What follows belongs to an exercise in optimizing a design on an open flow for small area, a short achievable clock period and few clock cycles per item; a production flow would make more cautious choices.
Power is estimated from default activity; no workload was simulated.

==> try-xenon <==
==> flow/design.v <==
package softmax_pkg;
  typedef logic [15:0] stream_word_t;
  typedef logic signed [15:0] lane_t;
  typedef logic [16*32-1:0] vec_t;
  typedef logic [17:0] sum_t;
  typedef logic [8-1:0] prob_t;
  typedef enum logic [1:0] {
    MODE_BYPASS  = 2'd0,
    MODE_SOFTMAX = 2'd1
  } mode_t;
endpackage
`timescale 1ns/1ps
module softmax_top (
  input  logic        clk,
  input  logic        rst_n,
  input  logic [15:0] fifo_data,
  input  logic        fifo_empty,
  output logic        rd_en,
  output logic [15:0] tx_data,
  output logic        tx_empty,
  input  logic        tx_fifo_en,
  input  logic [1:0]  control
);
  logic run;
  assign run = (control != 2'd0);
  logic [255:0] rx;         
  logic [95:0]  rf0, rf1;   
  logic [3:0]   ph, ph1;    
  logic [3:0]   wp;         
  logic [3:0]   rp;         
  logic [3:0]   opm;        
  logic         at_op;
  logic [3:0]   cnt;        
  logic [4:0]   rem;        
  logic         cpar;       
  logic [3:0]   lcnt;       
  logic         opar;       
  logic [5:0]   diff;       
  logic         empty_r;    
  logic         cons_q;     
  logic         in_ok_q;    
  logic         in_ok, take, cons, load, complete;
  logic [5:0]   cls_pair;
  assign ph1 = ph + 4'd1;
  always_ff @(posedge clk) begin
    rx  <= {take ? fifo_data : rx[15:0], rx[255:16]};
    rf0 <= {(cons & ~cpar) ? cls_pair : rf0[5:0], rf0[95:6]};
    rf1 <= {(cons &  cpar) ? cls_pair : rf1[5:0], rf1[95:6]};
    ph  <= ph1;
  end
  logic signed [7:0] mrun, mcur;
  logic signed [7:0] in_lo, in_hi, in_mx, new_mx;
  assign in_lo  = fifo_data[7:0];
  assign in_hi  = fifo_data[15:8];
  assign in_mx  = (in_hi > in_lo) ? in_hi : in_lo;
  assign new_mx = ((cnt == 4'd0) || (in_mx > mrun)) ? in_mx : mrun;
  always_ff @(posedge clk) begin
    if (take) begin
      mrun <= new_mx;
      if (cnt == 4'd15) mcur <= new_mx;
    end
  end
  logic [7:0] d_h0, d_h1;
  assign d_h0 = mcur - rx[7:0];
  assign d_h1 = mcur - rx[15:8];
  function automatic logic [2:0] cls_of(input logic [7:0] d);
    cls_of = (d < 8'd6) ? d[2:0] : 3'd6;
  endfunction
  function automatic logic [3:0] sat_of(input logic [7:0] d);
    sat_of = (d[7:4] != 4'd0) ? 4'd15 : d[3:0];
  endfunction
  function automatic logic [12:0] exp_of(input logic [3:0] d);
    exp_of = (d == 4'd0) ? 13'd4096 :
             (d == 4'd1) ? 13'd1507 :
             (d == 4'd2) ? 13'd554  :
             (d == 4'd3) ? 13'd204  :
             (d == 4'd4) ? 13'd75   :
             (d == 4'd5) ? 13'd28   :
             (d == 4'd6) ? 13'd10   :
             (d == 4'd7) ? 13'd4    :
             (d == 4'd8) ? 13'd1    :
             (d == 4'd9) ? 13'd1    : 13'd0;   
  endfunction
  assign cls_pair = {cls_of(d_h1), cls_of(d_h0)};
  logic [7:0]  dq;
  logic        s1_valid, s1_first, s1_last;
  logic [17:0] acc, acc_next, sdiv;
  logic        spend;     
  logic        dbusy;
  logic        start;
  always_ff @(posedge clk) begin
    dq       <= cons ? {sat_of(d_h1), sat_of(d_h0)} : 8'hff;
    s1_first <= cons & (rem == 5'd16);
    s1_last  <= (rem == 5'd1);
    acc      <= acc_next;
  end
  assign acc_next = (s1_first ? 18'd0 : acc)
                  + 18'(exp_of(dq[3:0])) + 18'(exp_of(dq[7:4]));
  assign start    = ~dbusy & (spend | (s1_valid & s1_last));
  always_ff @(posedge clk) begin
    if (start) sdiv <= acc_next;
  end
  assign cons     = cons_q;
  assign in_ok    = in_ok_q;
  assign take     = run & ~fifo_empty & in_ok;
  assign complete = take & (cnt == 4'd15);
  logic       pvalid;
  logic       pop;
  logic [3:0] ocnt;
  logic       av;
  logic [5:0] ad;
  assign pop  = run & tx_fifo_en & av & pvalid;
  assign load = (~av | pop) & (diff != 6'd0) & at_op;
  logic [3:0] cnt_n, wp_n, rp_n, opm_n;
  logic [4:0] rem_n;
  logic [5:0] diff_n;
  logic       empty_n, spend_n, dbusy_n, hold0_n, cons_n, in_ok_n;
  always_comb begin
    cnt_n  = take ? cnt + 4'd1 : cnt;
    wp_n   = take ? ph1 : wp;
    rem_n  = complete ? 5'd16 : (cons ? rem - 5'd1 : rem);
    rp_n   = (complete | cons) ? ph1 : rp;
    diff_n = diff + 6'(cons) - 6'(load);
    if (take && empty_r) opm_n = ph + 4'd13;    
    else if (load)       opm_n = ph1;
    else                 opm_n = opm;
    empty_n = (cnt_n == 4'd0) & (rem_n == 5'd0) & (diff_n == 6'd0);
    spend_n = start ? 1'b0 : ((s1_valid & s1_last) | spend);
    dbusy_n = start | (dbusy & ~xfer);
    hold0_n = spend_n | (cons & (rem == 5'd1) & dbusy_n);
    cons_n  = (rem_n != 5'd0) & (rp_n == ph1) & ~diff_n[5] & (~rem_n[4] | ~hold0_n);
    in_ok_n = empty_n | ((wp_n == ph1) & ((rem_n == 5'd0) | (rp_n != wp_n) | cons_n));
  end
  always_ff @(posedge clk) begin
    wp    <= wp_n;
    rp    <= rp_n;
    opm   <= opm_n;
    at_op <= (opm_n == ph1);
  end
  always_ff @(posedge clk or negedge rst_n) begin
    if (!rst_n) begin
      cnt      <= '0;
      rem      <= '0;
      diff     <= '0;
      cpar     <= 1'b0;
      s1_valid <= 1'b0;
      spend    <= 1'b0;
      empty_r  <= 1'b1;
      cons_q   <= 1'b0;
      in_ok_q  <= 1'b1;
    end else begin
      cnt      <= cnt_n;
      rem      <= rem_n;
      diff     <= diff_n;
      empty_r  <= empty_n;
      cons_q   <= cons_n;
      in_ok_q  <= in_ok_n;
      if (cons && rem == 5'd1) cpar <= ~cpar;
      s1_valid <= cons;
      spend    <= spend_n;
    end
  end
  logic [3:0]  k, k_n;
  logic        f0, fa9, fb7, f12;    
  logic [16:0] ra, rb;
  logic [12:0] qa, qb;
  logic [12:0] qa_n, qb_n;
  logic [16:0] ta, tb;
  logic [17:0] t2a, t2b;
  logic [18:0] sba, sbb;    
  logic        gea, geb;
  logic        ptab_free, xfer;
  always_comb begin
    ta = f0  ? 17'd2048 :     
         fa9 ? 17'd3264 :     
               ra;
    tb = f0  ? 17'd3014 :     
         fb7 ? 17'd2216 :     
               rb;
    t2a = {ta, 1'b0};
    t2b = {tb, 1'b0};
    sba = {1'b0, t2a} - {1'b0, sdiv};
    sbb = {1'b0, t2b} - {1'b0, sdiv};
    gea = ~sba[18];
    geb = ~sbb[18];
  end
  assign qa_n = {qa[11:0], gea};
  assign qb_n = {qb[11:0], geb};
  always_ff @(posedge clk) begin
    ra <= gea ? sba[16:0] : t2a[16:0];
    rb <= geb ? sbb[16:0] : t2b[16:0];
    qa <= qa_n;
    qb <= qb_n;
  end
  logic [2:0] q4;
  logic       q5;
  assign q4 = (sdiv <= 18'd4800)  ? 3'd4 :
              (sdiv <= 18'd6400)  ? 3'd3 :
              (sdiv <= 18'd9600)  ? 3'd2 :
              (sdiv <= 18'd19200) ? 3'd1 : 3'd0;
  assign q5 = (sdiv <= 18'd7168);
  assign xfer = dbusy & f12 & ptab_free;
  always_comb begin
    if (start)              k_n = 4'd0;
    else if (dbusy && f12)  k_n = 4'd0;       
    else if (dbusy)         k_n = k + 4'd1;
    else                    k_n = k;
  end
  always_ff @(posedge clk) begin
    k   <= k_n;
    f0  <= (k_n == 4'd0);
    fa9 <= (k_n == 4'd9);
    fb7 <= (k_n == 4'd7);
    f12 <= (k_n == 4'd12);
  end
  always_ff @(posedge clk or negedge rst_n) begin
    if (!rst_n) dbusy <= 1'b0;
    else        dbusy <= dbusy_n;
  end
  logic [7:0] p0;
  logic [6:0] p1;
  logic [5:0] p2;
  logic [3:0] p3;
  logic [2:0] p4;
  logic       p5;
  assign ptab_free = ~pvalid | (pop & (ocnt == 4'd15));
  logic [7:0] p0_n;
  logic [6:0] p1_n;
  logic [5:0] p2_n;
  logic [3:0] p3_n;
  logic [2:0] p4_n;
  logic       p5_n;
  assign p0_n = xfer ? (qa_n[12] ? 8'd255 : qa_n[11:4]) : p0;
  assign p3_n = xfer ? qa_n[3:0]  : p3;
  assign p1_n = xfer ? qb_n[12:6] : p1;
  assign p2_n = xfer ? qb_n[5:0]  : p2;
  assign p4_n = xfer ? q4         : p4;
  assign p5_n = xfer ? q5         : p5;
  always_ff @(posedge clk) begin
    p0 <= p0_n;
    p1 <= p1_n;
    p2 <= p2_n;
    p3 <= p3_n;
    p4 <= p4_n;
    p5 <= p5_n;
  end
  logic [5:0] lpos_pair;
  assign lpos_pair = opar ? rf1[23:18] : rf0[23:18];    
  logic [5:0] ad_n;
  assign ad_n = load ? lpos_pair : ad;
  always_ff @(posedge clk) begin
    ad <= ad_n;
  end
  always_ff @(posedge clk or negedge rst_n) begin
    if (!rst_n) begin
      pvalid <= 1'b0;
      ocnt   <= '0;
      av     <= 1'b0;
      lcnt   <= '0;
      opar   <= 1'b0;
    end else begin
      if (pop) ocnt <= ocnt + 4'd1;
      if (xfer) pvalid <= 1'b1;
      else if (pop && ocnt == 4'd15) pvalid <= 1'b0;
      av <= load | (av & ~pop);
      if (load) begin
        lcnt <= lcnt + 4'd1;
        if (lcnt == 4'd15) opar <= ~opar;
      end
    end
  end
  function automatic logic [7:0] prob_of(input logic [2:0] c,
                                         input logic [7:0] q0, input logic [6:0] q1,
                                         input logic [5:0] q2, input logic [3:0] q3,
                                         input logic [2:0] q4, input logic q5);
    logic [7:0] r;
    case (c)
      3'd0:    r = q0;
      3'd1:    r = {1'b0, q1};
      3'd2:    r = {2'b0, q2};
      3'd3:    r = {4'b0, q3};
      3'd4:    r = {5'b0, q4};
      3'd5:    r = {7'b0, q5};
      default: r = 8'd0;
    endcase
    prob_of = r;
  endfunction
  logic [15:0] txq;
  logic        offq;
  always_ff @(posedge clk) begin
    txq <= {prob_of(ad_n[5:3], p0_n, p1_n, p2_n, p3_n, p4_n, p5_n),
            prob_of(ad_n[2:0], p0_n, p1_n, p2_n, p3_n, p4_n, p5_n)};
  end
  always_ff @(posedge clk or negedge rst_n) begin
    if (!rst_n) offq <= 1'b0;
    else        offq <= (load | (av & ~pop)) &
                        (xfer | (pvalid & ~(pop & (ocnt == 4'd15))));
  end
  assign rd_en    = run ? in_ok : tx_fifo_en;
  assign tx_data  = run ? txq : fifo_data;
  assign tx_empty = run ? ~offq : fifo_empty;
endmodule
==> flow/flow/run.sh <==
#!/bin/bash
# The standard layout (standard.sh), changed only in how hard and where the
# layout is optimised, not in the constraints it is signed off at:
#  - port buffers are sky130_fd_sc_hd__buf_4 instead of the delay cell buffer_ports picks
#    (every port still gets its own buffer),
#  - the pin placer keeps all pins on one edge (-exclude left:* -exclude right:* -exclude bottom:*), so the
#    bypass paths between input and output pins stay short.
# The full make output goes to make_flow.log; ORFS keeps each step's log
# under orfs/logs.
set -uo pipefail
sed -e 's/SETUP_SLACK_MARGIN=[0-9.]*/SETUP_SLACK_MARGIN=6.0 BUFFER_PORTS_ARGS="-buffer_cell sky130_fd_sc_hd__buf_4" PLACE_PINS_ARGS="-exclude left:* -exclude right:* -exclude bottom:*"/' standard.sh > standard_tuned.sh
bash standard_tuned.sh > make_flow.log 2>&1
status=$?
echo "standard flow exit $status"
exit $status
==> flow/standard.sh <==
#!/bin/bash
# synth_recipe.tcl (not shown) runs the flow's synth.tcl, then flattens the netlist and writes it again
# the make line also repeats each setting of config.mk as NAME=value (left out here)
make -C /OpenROAD-flow-scripts/flow DESIGN_CONFIG=/design/flow/config.mk WORK_HOME=/design/flow/orfs CLKGATE_MAP_FILE= SYNTH_SCRIPT=/design/flow/synth_recipe.tcl "${@:-finish}"
==> flow/config.mk <==
export PLATFORM = sky130hd
export DESIGN_NAME = softmax_top
export DESIGN_NICKNAME = softmax_top
export VERILOG_FILES = /design/flow/design.v
export SDC_FILE = /design/flow/constraint.sdc
export NUM_CORES = 4
export LEC_CHECK = 0
export ABC_CLOCK_PERIOD_IN_PS = 4700
export CAP_MARGIN = 20
export CORE_MARGIN = 2
export CORE_UTILIZATION = 65
export CTS_BUF_LIST = sky130_fd_sc_hd__clkbuf_16
export CTS_CLUSTER_DIAMETER = 100
export CTS_CLUSTER_SIZE = 28
export SETUP_SLACK_MARGIN = 5.0
export SLEW_MARGIN = 20
==> flow/constraint.sdc <==
create_clock -name core_clock -period 10.0 [get_ports {clk}]
set_input_delay 2.0000 -clock core_clock [delete_from_list [all_inputs] [get_ports {clk}]]
set_output_delay 2.0000 -clock core_clock [all_outputs]
set_load 0.01 [all_outputs]
==> inputs of try-harbor, as changes to try-xenon <==
==> flow/design.v, changed modules only <==
module softmax_top (
  input  logic        clk,
  input  logic        rst_n,
  input  logic [15:0] fifo_data,
  input  logic        fifo_empty,
  output logic        rd_en,
  output logic [15:0] tx_data,
  output logic        tx_empty,
  input  logic        tx_fifo_en,
  input  logic [1:0]  control
);
  logic run;
  assign run = (control != 2'd0);
  logic [255:0] rx;         
  logic [95:0]  rf0, rf1;   
  logic [3:0]   ph, ph1;    
  logic [3:0]   wp;         
  logic [3:0]   rp;         
  logic [3:0]   opm;        
  logic         at_op;      
  logic [3:0]   cnt;        
  logic [4:0]   rem;        
  logic         cpar;       
  logic [3:0]   lcnt;       
  logic         opar;       
  logic [5:0]   diff;       
  logic         empty_r;    
  logic         cons_q;     
  logic         in_ok_q;    
  logic         in_ok, take, cons, load, complete;
  logic [5:0]   cls_pair;
  assign ph1 = ph + 4'd1;
  always_ff @(posedge clk) begin
    rx  <= {take ? fifo_data : rx[15:0], rx[255:16]};
    rf0 <= {(cons & ~cpar) ? cls_pair : rf0[5:0], rf0[95:6]};
    rf1 <= {(cons &  cpar) ? cls_pair : rf1[5:0], rf1[95:6]};
    ph  <= ph1;
  end
  logic signed [7:0] mrun, mcur;
  logic signed [7:0] in_lo, in_hi;
  logic hi_gt_lo, r_gt_lo, r_gt_hi;
  logic signed [7:0] in_mx, in_mx3;
  assign in_lo    = fifo_data[7:0];
  assign in_hi    = fifo_data[15:8];
  assign hi_gt_lo = (in_hi > in_lo);
  assign r_gt_lo  = (mrun > in_lo);
  assign r_gt_hi  = (mrun > in_hi);
  assign in_mx    = hi_gt_lo ? in_hi : in_lo;
  assign in_mx3   = hi_gt_lo ? (r_gt_hi ? mrun : in_hi) : (r_gt_lo ? mrun : in_lo);
  always_ff @(posedge clk) begin
    if (take) begin
      mrun <= (cnt == 4'd0) ? in_mx : in_mx3;
      if (cnt == 4'd15) mcur <= in_mx3;
    end
  end
  logic [7:0] d_h0, d_h1;
  assign d_h0 = mcur - rx[7:0];
  assign d_h1 = mcur - rx[15:8];
  function automatic logic [2:0] cls_of(input logic [7:0] d);
    cls_of = (d < 8'd6) ? d[2:0] : 3'd6;
  endfunction
  function automatic logic [3:0] sat_of(input logic [7:0] d);
    sat_of = (d[7:4] != 4'd0) ? 4'd15 : d[3:0];
  endfunction
  function automatic logic [12:0] exp_of(input logic [3:0] d);
    exp_of = (d == 4'd0) ? 13'd4096 :
             (d == 4'd1) ? 13'd1507 :
             (d == 4'd2) ? 13'd554  :
             (d == 4'd3) ? 13'd204  :
             (d == 4'd4) ? 13'd75   :
             (d == 4'd5) ? 13'd28   :
             (d == 4'd6) ? 13'd10   :
             (d == 4'd7) ? 13'd4    :
             (d == 4'd8) ? 13'd1    :
             (d == 4'd9) ? 13'd1    : 13'd0;   
  endfunction
  assign cls_pair = {cls_of(d_h1), cls_of(d_h0)};
  logic [7:0]  dq;
  logic        s1_valid, s1_first, s1_last;
  logic [17:0] acc, acc_next, sdiv;
  logic        spend;     
  logic        dbusy;
  logic        start;
  logic        sum_last;
  always_ff @(posedge clk) begin
    dq       <= cons ? {sat_of(d_h1), sat_of(d_h0)} : 8'hff;
    s1_first <= cons & rem[4];
    s1_last  <= (rem == 5'd1);
    acc      <= acc_next;
  end
  assign acc_next = (s1_first ? 18'd0 : acc)
                  + 18'(exp_of(dq[3:0])) + 18'(exp_of(dq[7:4]));
  assign sum_last = s1_valid & s1_last;
  assign start    = ~dbusy & (spend | sum_last);
  always_ff @(posedge clk) begin
    if (start) sdiv <= acc_next;
  end
  assign cons     = cons_q;
  assign in_ok    = in_ok_q;
  assign take     = run & ~fifo_empty & in_ok;
  assign complete = take & (cnt == 4'd15);
  logic       pvalid;
  logic       pop;
  logic [3:0] ocnt;
  logic       av;
  logic       ptab_free, xfer;
  assign pop  = run & tx_fifo_en & av;
  assign load = (~av | pop) & (diff != 6'd0) & at_op &
                ((lcnt != 4'd0) | xfer | (pvalid & ~av));
  logic [3:0] cnt_n, wp_n, rp_n, opm_n;
  logic [4:0] rem_n;
  logic [5:0] diff_n;
  logic       empty_n, spend_n, dbusy_n, hold0_n, cons_n, in_ok_n;
  always_comb begin
    cnt_n  = take ? cnt + 4'd1 : cnt;
    wp_n   = take ? ph1 : wp;
    rem_n  = complete ? 5'd16 : (cons ? rem - 5'd1 : rem);
    rp_n   = (complete | cons) ? ph1 : rp;
    diff_n = diff + 6'(cons) - 6'(load);
    if (take && empty_r) opm_n = ph + 4'd15;    
    else if (load)       opm_n = ph1;
    else                 opm_n = opm;
    empty_n = (cnt_n == 4'd0) & (rem_n == 5'd0) & (diff_n == 6'd0);
    spend_n = ~start & (sum_last | spend);
    dbusy_n = start | (dbusy & ~xfer);
    hold0_n = spend_n | (cons & (rem == 5'd1) & dbusy_n);
    cons_n  = (rem_n != 5'd0) & (rp_n == ph1) & ~diff_n[5] & (~rem_n[4] | ~hold0_n);
    in_ok_n = empty_n | ((wp_n == ph1) & (((5'(cnt_n) + rem_n) < 5'd16) | cons_n));
  end
  always_ff @(posedge clk) begin
    wp    <= wp_n;
    rp    <= rp_n;
    opm   <= opm_n;
    at_op <= (opm_n == ph1);
  end
  always_ff @(posedge clk or negedge rst_n) begin
    if (!rst_n) begin
      cnt      <= '0;
      rem      <= '0;
      diff     <= '0;
      cpar     <= 1'b0;
      s1_valid <= 1'b0;
      spend    <= 1'b0;
      empty_r  <= 1'b1;
      cons_q   <= 1'b0;
      in_ok_q  <= 1'b1;
    end else begin
      cnt      <= cnt_n;
      rem      <= rem_n;
      diff     <= diff_n;
      empty_r  <= empty_n;
      cons_q   <= cons_n;
      in_ok_q  <= in_ok_n;
      if (cons && rem == 5'd1) cpar <= ~cpar;
      s1_valid <= cons;
      spend    <= spend_n;
    end
  end
  logic [3:0]  k, k_n;
  logic        fa0, fa9, fb7, fb11, fb14;    
  logic [16:0] ra, rb;
  logic [14:0] qa, qb;
  logic [14:0] qa_n, qb_n;
  logic [16:0] ta, tb;
  logic [17:0] t2a, t2b;
  logic [18:0] sba, sbb;    
  logic        gea, geb;
  always_comb begin
    ta = fa0 ? 17'd2048 :     
         fa9 ? 17'd2216 :     
               ra;
    tb = fa0  ? 17'd3014 :    
         fb7  ? 17'd3264 :    
         fb11 ? 17'd2400 :    
         fb14 ? 17'd3584 :    
                rb;
    t2a = {ta, 1'b0};
    t2b = {tb, 1'b0};
    sba = {1'b0, t2a} - {1'b0, sdiv};
    sbb = {1'b0, t2b} - {1'b0, sdiv};
    gea = ~sba[18];
    geb = ~sbb[18];
  end
  assign qa_n = {qa[13:0], gea};
  assign qb_n = {qb[13:0], geb};
  always_ff @(posedge clk) begin
    ra <= gea ? sba[16:0] : t2a[16:0];
    rb <= geb ? sbb[16:0] : t2b[16:0];
    qa <= qa_n;
    qb <= qb_n;
  end
  assign xfer = dbusy & fb14 & ptab_free;
  always_comb begin
    if (start)               k_n = 4'd0;
    else if (dbusy && fb14)  k_n = 4'd0;       
    else if (dbusy)          k_n = k + 4'd1;
    else                     k_n = k;
  end
  always_ff @(posedge clk) begin
    k    <= k_n;
    fa0  <= (k_n == 4'd0);
    fa9  <= (k_n == 4'd9);
    fb7  <= (k_n == 4'd7);
    fb11 <= (k_n == 4'd11);
    fb14 <= (k_n == 4'd14);
  end
  always_ff @(posedge clk or negedge rst_n) begin
    if (!rst_n) dbusy <= 1'b0;
    else        dbusy <= dbusy_n;
  end
  logic [7:0] p0, p0_n;
  logic [6:0] p1, p1_n;
  logic [5:0] p2, p2_n;
  logic [3:0] p3, p3_n;
  logic [2:0] p4, p4_n;
  logic       p5, p5_n;
  assign ptab_free = ~pvalid | (pop & (ocnt == 4'd15));
  assign p0_n = xfer ? (qa_n[14] ? 8'd255 : qa_n[13:6]) : p0;
  assign p2_n = xfer ? qa_n[5:0]  : p2;
  assign p1_n = xfer ? qb_n[14:8] : p1;
  assign p3_n = xfer ? qb_n[7:4]  : p3;
  assign p4_n = xfer ? qb_n[3:1]  : p4;
  assign p5_n = xfer ? qb_n[0]    : p5;
  always_ff @(posedge clk) begin
    p0 <= p0_n;
    p1 <= p1_n;
    p2 <= p2_n;
    p3 <= p3_n;
    p4 <= p4_n;
    p5 <= p5_n;
  end
  function automatic logic [7:0] prob_of(input logic [2:0] c,
                                         input logic [7:0] q0, input logic [6:0] q1,
                                         input logic [5:0] q2, input logic [3:0] q3,
                                         input logic [2:0] q4, input logic q5);
    logic [7:0] r;
    case (c)
      3'd0:    r = q0;
      3'd1:    r = {1'b0, q1};
      3'd2:    r = {2'b0, q2};
      3'd3:    r = {4'b0, q3};
      3'd4:    r = {5'b0, q4};
      3'd5:    r = {7'b0, q5};
      default: r = 8'd0;
    endcase
    prob_of = r;
  endfunction
  logic [5:0]  lpos_pair;
  logic [15:0] txq;         
  assign lpos_pair = opar ? rf1[11:6] : rf0[11:6];    
  always_ff @(posedge clk) begin
    if (load) txq <= {prob_of(lpos_pair[5:3], p0_n, p1_n, p2_n, p3_n, p4_n, p5_n),
                      prob_of(lpos_pair[2:0], p0_n, p1_n, p2_n, p3_n, p4_n, p5_n)};
  end
  always_ff @(posedge clk or negedge rst_n) begin
    if (!rst_n) begin
      pvalid <= 1'b0;
      ocnt   <= '0;
      av     <= 1'b0;
      lcnt   <= '0;
      opar   <= 1'b0;
    end else begin
      if (pop) ocnt <= ocnt + 4'd1;
      if (xfer) pvalid <= 1'b1;
      else if (pop && ocnt == 4'd15) pvalid <= 1'b0;
      av <= load | (av & ~pop);
      if (load) begin
        lcnt <= lcnt + 4'd1;
        if (lcnt == 4'd15) opar <= ~opar;
      end
    end
  end
  assign rd_en    = run ? in_ok : tx_fifo_en;
  assign tx_data  = run ? txq : fifo_data;
  assign tx_empty = run ? ~av : fifo_empty;
endmodule
ABC_CLOCK_PERIOD_IN_PS = default   (was 4700)
==> summary of the runs <==
- try-harbor finished clean. try-xenon finished with timing, DRC and antenna clean.
- In count of clock-buffer cells in the layout, try-harbor and try-xenon do not differ.
- Of try-xenon and try-harbor, try-xenon has the higher sequential power (gap about 4%, measured against try-harbor).
- Of try-xenon and try-harbor, try-harbor has the higher clock skew (gap 0.010 ns).
- Between try-xenon and try-harbor, the lower critical path depth is in try-harbor (gap 1).
- Of try-xenon and try-harbor, try-harbor has the higher utilization (gap 2.1 points).
- Between try-xenon and try-harbor, the lower final cell count is in try-xenon (gap about 3.4%, measured against try-harbor).
- Of try-xenon and try-harbor, try-xenon has the higher first-iteration DRC count (gap about 40%, measured against try-harbor).
- Synthesized area: try-harbor is larger than try-xenon (about 2.2%).
Function was not checked in any run of this note: the RTL went through the layout flow alone.

[afterwards: timing with drivers on the ports]
In the flow no input, the clock included, has a driving cell. The finished layouts below were timed again as built, in two steps.
Step 1 sets driving cells, clkbuf_16 on the clock port and buf_2 on the other inputs (assumed; they add their load-dependent delay and slew).
Step 2 moves the port delays by t, midway between the first and last clock arrival at a register: inputs arrive t later, outputs are due t later. That takes back most of the time a late clock gives input paths.
a / b / c = ideal ports / drivers / drivers and shift; a / b = the first two.
| run | t (ns) | setup slack, ns | worst data-port slew with drivers (ns) |
|---|---|---|---|
| try-xenon | 0.632 | 5.143 / 5.100 / 4.595 | 0.05 |
| try-harbor | 0.633 | 5.148 / 5.101 / 5.101 | 0.07 |
After both steps setup and hold are still met in every run listed. The setup slack of try-xenon, which loses most, moves by -0.043 ns with the drivers and by -0.548 ns with both steps.
